This design comes from an exercise in tuning for small area on the open sky130 flow, not from production work.
RTL that was checked went through simulation tests only; none was proved equivalent to the original.
No activity file was given, so power comes from the tool's default toggle rates.

Setup of the reference run:
## fifo_ctl_top
module fifo_ctl_top
(
    input  logic        clk,
    input  logic        rst,
    input  logic [63:0] i_rx_data,           
    input  logic        i_rx_valid,
    output logic [31:0] o_tx_data,
    output logic [1:0]  o_tx_tag,            
    output logic [1:0]  o_tx_ctx,
    output logic        o_tx_valid,
    input  logic        i_tx_ready
);
Size: about 2800 cells after synthesis, ~1000 flip-flops, roughly 110 I/O pins, roughly 40000 um2 of cells after synthesis.
Settings: LEC_CHECK=0, CAP_MARGIN=20, CORE_MARGIN=2, CORE_UTILIZATION=40, CTS_BUF_LIST=sky130_fd_sc_hd__clkbuf_16, CTS_CLUSTER_DIAMETER=120, CTS_CLUSTER_SIZE=30, SLEW_MARGIN=20; clock period 4.0 ns.
run.sh (not shown) runs the stock make flow with config.mk's settings and CLKGATE_MAP_FILE= SYNTH_SCRIPT=/design/flow/synth_recipe.tcl, a recipe that flattens the netlist after the stock synthesis.
## Diff of input files: the trial run against the reference run
# the reference run
export LEC_CHECK = 0
export CAP_MARGIN = 20
export CORE_MARGIN = 2
export CORE_UTILIZATION = 40
export CTS_BUF_LIST = sky130_fd_sc_hd__clkbuf_16
export CTS_CLUSTER_DIAMETER = 120
export CTS_CLUSTER_SIZE = 30
export SLEW_MARGIN = 20
create_clock -name core_clock -period 4.0 [get_ports {clk}]
# the trial run
export LEC_CHECK = 0
export CAP_MARGIN = 20
export CORE_MARGIN = 2
export CORE_UTILIZATION = 40
export SLEW_MARGIN = 20
create_clock -name core_clock -period 4.0 [get_ports {clk}]
==> comparison <==
- Relative to the reference run, the area added between synthesis and finish of the trial run is higher by 5.8 points.
- The synthesized cell count of the reference run and that of the trial run are within noise of each other.
- Routed metal-1 wirelength: the trial run vs the reference run down 0.74%
- Worst hold slack, the reference run and the trial run: higher on the reference run
- Re clock network latency to the later pin of the worst-skew pair: the reference run and the trial run aren't equal, and the lower value belongs to the reference run.
- Diff the reference run -> the trial run: number of detailed-routing iterations run before antenna repair decreased 1; setup slack decreased 0.040 ns.
- Comparing share of the final layout cell area in multi-input gates for the reference run and the trial run, the bigger number came from the reference run.
- Max highest cell delay on the worst timing path across the reference run and the trial run: the trial run
- In the tables for the reference run and the trial run, wire length of the first global-routing pass reads higher with the trial run.
- The trial run vs the reference run: detailed-route wire length up in the trial run
Function was not checked in any run of this note: the RTL went through the layout flow alone.

========
## P
fifo_ctl_top, a different RTL version from the one above (not shown whole).
Size: roughly 990 flip-flops, ~110 I/O pins, roughly 39000 um^2 of cells after synthesis.
Design fifo_ctl_top, start of the top module:
module fifo_ctl_top
(
    input  logic        clk,
    input  logic        rst,
    input  logic [63:0] i_rx_data,           
    input  logic        i_rx_valid,
    output logic [31:0] o_tx_data,
    output logic [1:0]  o_tx_tag,            
    output logic [1:0]  o_tx_ctx,
    output logic        o_tx_valid,
    input  logic        i_tx_ready
);
export LEC_CHECK = 0
export CAP_MARGIN = 0
export CORE_MARGIN = 2
export CORE_UTILIZATION = 40
export CTS_BUF_LIST = sky130_fd_sc_hd__clkbuf_16
export CTS_CLUSTER_DIAMETER = 100
export CTS_CLUSTER_SIZE = 30
export SLEW_MARGIN = 0
create_clock -name core_clock -period 4.0 [get_ports {clk}]
standard.sh (not shown) runs the stock make flow with config.mk's settings and CLKGATE_MAP_FILE= SYNTH_SCRIPT=/design/flow/synth_recipe.tcl, a recipe that flattens the netlist after the stock synthesis.
==> flow/flow/run.sh <==
#!/bin/bash
# Standard layout with three changes: the port buffers are buf_2 cells instead of
# the default delay buffer; power recovery downsizes gates off the critical paths
# after global routing; and a hook after global routing repairs any slew,
# capacitance or setup violations that left. Every tool's output goes to its own
# log in this folder.
set -o pipefail
export BUFFER_PORTS_ARGS="-buffer_cell sky130_fd_sc_hd__buf_2"
export RECOVER_POWER=100
export POST_GLOBAL_ROUTE_TCL="$(pwd)/flow/post_grt.tcl"
bash standard.sh > standard.log 2>&1
==> flow/flow/post_grt.tcl <==
# Runs at the end of global routing, after power recovery has downsized gates off the
# critical paths: downsize once more, then fix any slew, capacitance or setup violations the downsizing left,
# then route the changed nets again and rewrite the route guides.
puts "post_grt: a second power recovery pass, then repair"
log_cmd estimate_parasitics -global_routing
log_cmd global_route -start_incremental
log_cmd repair_timing -recover_power 100 -match_cell_footprint -verbose
log_cmd repair_design -slew_margin 10 -cap_margin 10 -match_cell_footprint -verbose
log_cmd detailed_placement
log_cmd global_route -end_incremental -congestion_report_file $::env(REPORTS_DIR)/congestion_post_grt_hook1.rpt
log_cmd estimate_parasitics -global_routing
log_cmd global_route -start_incremental
log_cmd repair_timing -setup -setup_margin 0.1 -repair_tns 100 -match_cell_footprint -verbose
log_cmd detailed_placement
log_cmd global_route -end_incremental -congestion_report_file $::env(REPORTS_DIR)/congestion_post_grt_hook2.rpt
log_cmd estimate_parasitics -global_routing
report_tns
report_wns
log_cmd write_guides $::env(RESULTS_DIR)/route.guide
The inputs of Q differ from those of P as listed below.
- CORE_UTILIZATION changed from 40 to 45
--- a/flow/flow/post_grt.tcl
+++ b/flow/flow/post_grt.tcl
@@ -1,9 +1,8 @@
 # Runs at the end of global routing, after power recovery has downsized gates off the
-# critical paths: downsize once more, then fix any slew, capacitance or setup violations the downsizing left,
+# critical paths: fix any slew, capacitance or setup violations the downsizing left,
 # then route the changed nets again and rewrite the route guides.
-puts "post_grt: a second power recovery pass, then repair"
+puts "post_grt: repair after power recovery"
 log_cmd estimate_parasitics -global_routing
 log_cmd global_route -start_incremental
-log_cmd repair_timing -recover_power 100 -match_cell_footprint -verbose
 log_cmd repair_design -slew_margin 10 -cap_margin 10 -match_cell_footprint -verbose
 log_cmd detailed_placement
==> summary.txt <==
Re CTS H-tree depth: no difference whatsoever between Q and P.
Max post-route non-filler standard cell count across P and Q: P
As of Q, power per cell area had fallen slightly compared to P.
Looking at via count across both flows, Q is the stronger of the two, with P trailing.
From Q to P, share of synthesized area occupied by flip-flops and latches did not move at all.

========
Setup of job 492:
fifo_ctl_top, a different RTL version from the one above (not shown whole).
Size: ~39000 µm² of cells after synthesis.
clock: 4.0 ns
lec_check: 0
cap_margin: 20
core_margin: 2
core_utilization: 40
cts_buf_list: sky130_fd_sc_hd__clkbuf_16
cts_cluster_diameter: 100
cts_cluster_size: 30
slew_margin: 20
run.sh (not shown) runs the stock make flow with config.mk's settings and CLKGATE_MAP_FILE= SYNTH_SCRIPT=/design/flow/synth_recipe.tcl, a recipe that flattens the netlist after the stock synthesis.
Stock flow here: none of the scripts above is used.
Relative to job 492, the following input files were edited for job 8024:
# job 492
export LEC_CHECK = 0
export CAP_MARGIN = 20
export CORE_MARGIN = 2
export CORE_UTILIZATION = 40
export CTS_BUF_LIST = sky130_fd_sc_hd__clkbuf_16
export CTS_CLUSTER_DIAMETER = 100
export CTS_CLUSTER_SIZE = 30
export SLEW_MARGIN = 20
create_clock -name core_clock -period 4.0 [get_ports {clk}]
# job 8024
export LEC_CHECK = 0
export CAP_MARGIN = 0
export CORE_MARGIN = 2
export CORE_UTILIZATION = 65
export CTS_BUF_LIST = sky130_fd_sc_hd__clkbuf_16
export CTS_CLUSTER_DIAMETER = 100
export CTS_CLUSTER_SIZE = 30
export GPL_TIMING_DRIVEN = 0
export PLACE_DENSITY = 0.75
export SLEW_MARGIN = 0
create_clock -name core_clock -period 4.0 [get_ports {clk}]
## What came out
Job 8024 ran in full, but the layout does not pass; the checks complain about capacitance limit, slew limit, setup timing. Combinational power of job 8024 exceeds that of job 492 slightly. Diff job 492..job 8024 | final-report hold violation count | negligible. From job 492 to job 8024 the numbers moved as follows: post-cts sizing count grew by 41, placed cell area decreased by 2.5% relative to the old numbers, global routing met3 resource utilization climbed 5.6 points. In the flow results for job 492 and job 8024, the sequential share of cell area is smaller on job 492. Going from job 492 to job 8024, setup slack fell by 0.32 ns, post-layout minimum cycle time picked up an extra 0.32 ns.
--- input diff job 8024..job 157 ---
# job 8024
export LEC_CHECK = 0
export CAP_MARGIN = 0
export CORE_MARGIN = 2
export CORE_UTILIZATION = 65
export CTS_BUF_LIST = sky130_fd_sc_hd__clkbuf_16
export CTS_CLUSTER_DIAMETER = 100
export CTS_CLUSTER_SIZE = 30
export GPL_TIMING_DRIVEN = 0
export PLACE_DENSITY = 0.75
export SLEW_MARGIN = 0
create_clock -name core_clock -period 4.0 [get_ports {clk}]
# job 157
export LEC_CHECK = 0
export CAP_MARGIN = 0
export CORE_MARGIN = 2
export CORE_UTILIZATION = 55
export CTS_BUF_LIST = sky130_fd_sc_hd__clkbuf_16
export CTS_CLUSTER_DIAMETER = 100
export CTS_CLUSTER_SIZE = 30
export SLEW_MARGIN = 0
create_clock -name core_clock -period 4.0 [get_ports {clk}]
- Job 157 went all the way through synthesis, placement and routing and the layout is clean on timing, DRC and antenna.
- Job 157 vs. job 8024: count of port buffers added during placement went up, synthesized cell count did not really move, headroom to the max-slew limit went up.
- Setup WNS job 8024 -> job 157: better
- Cmp job 157 vs job 8024: count of max-cap constraint violations lower in job 157
- The portion of the layout cell area used by clock cells of job 157 exceeds that of job 8024 by 0.15 points.
- Arrival time of the worst setup path sits lower in job 157 than in job 8024.
- Job 8024 reports its beginning of the critical path as i_rx_data[17] while job 157 reports resp_rp[0]$_SDFFE_PP0P_.
- Job 157 vs. job 8024: number of buffers inserted to repair setup after CTS went down by 24.
- Job 157 vs. job 8024: count of buffers not belonging to the clock network in the layout went down by about 12%.
- Any difference in post-route cell area between job 157 and job 8024 is small enough to ignore.

[port drivers added, routing unchanged]
The flow's constraints put no driver on any port. The routed layouts listed below were extracted and timed again, unchanged, in two steps. Step 1, drivers: a clkbuf_16 drives clk and a buf_2 each remaining input, both assumed. Step 2 also shifts input and output timing later by t, the mid clock arrival at the registers, as if the neighbouring blocks saw the same clock. a / b / c = no drivers / after step 1 / after step 2; a / b = the first two.
run | t (ns) | slack for setup (ns) | hold slack, ns | clock arrival spread, ns | worst data-port slew with drivers (ns)
the reference run | 0.682 | 0.155 / 0.155 / -0.090 | 0.466 / 0.466 / 0.466 | 0.028 / 0.029 | 0.17
the trial run | 0.746 | 0.115 / 0.115 / -0.112 | 0.460 / 0.460 / 0.460 | 0.039 / 0.038 | 0.16
P | 0.681 | 0.219 / 0.219 / -0.201 | 0.478 / 0.462 / 0.478 | 0.073 / 0.073 | 0.16
Q | 0.685 | 0.228 / 0.228 / -0.213 | 0.481 / 0.481 / 0.481 | 0.035 / 0.035 | 0.11
job 492 | 0.697 | 0.244 / 0.244 / 0.150 | 0.468 / 0.468 / 0.468 | 0.047 / 0.047 | 0.15
job 8024 | 0.684 | -0.073 / -0.034 / -0.719 | 0.473 / 0.473 / 0.473 | 0.037 / 0.037 | 0.06
job 157 | 0.683 | 0.296 / 0.296 / 0.040 | 0.473 / 0.473 / 0.473 | 0.037 / 0.038 | 0.05
Met with ideal ports but missed after step 2: setup timing in the reference run, the trial run, P and Q. The setup slack of job 8024, which loses most, moves by +0.039 ns with the drivers and by -0.646 ns with both steps.
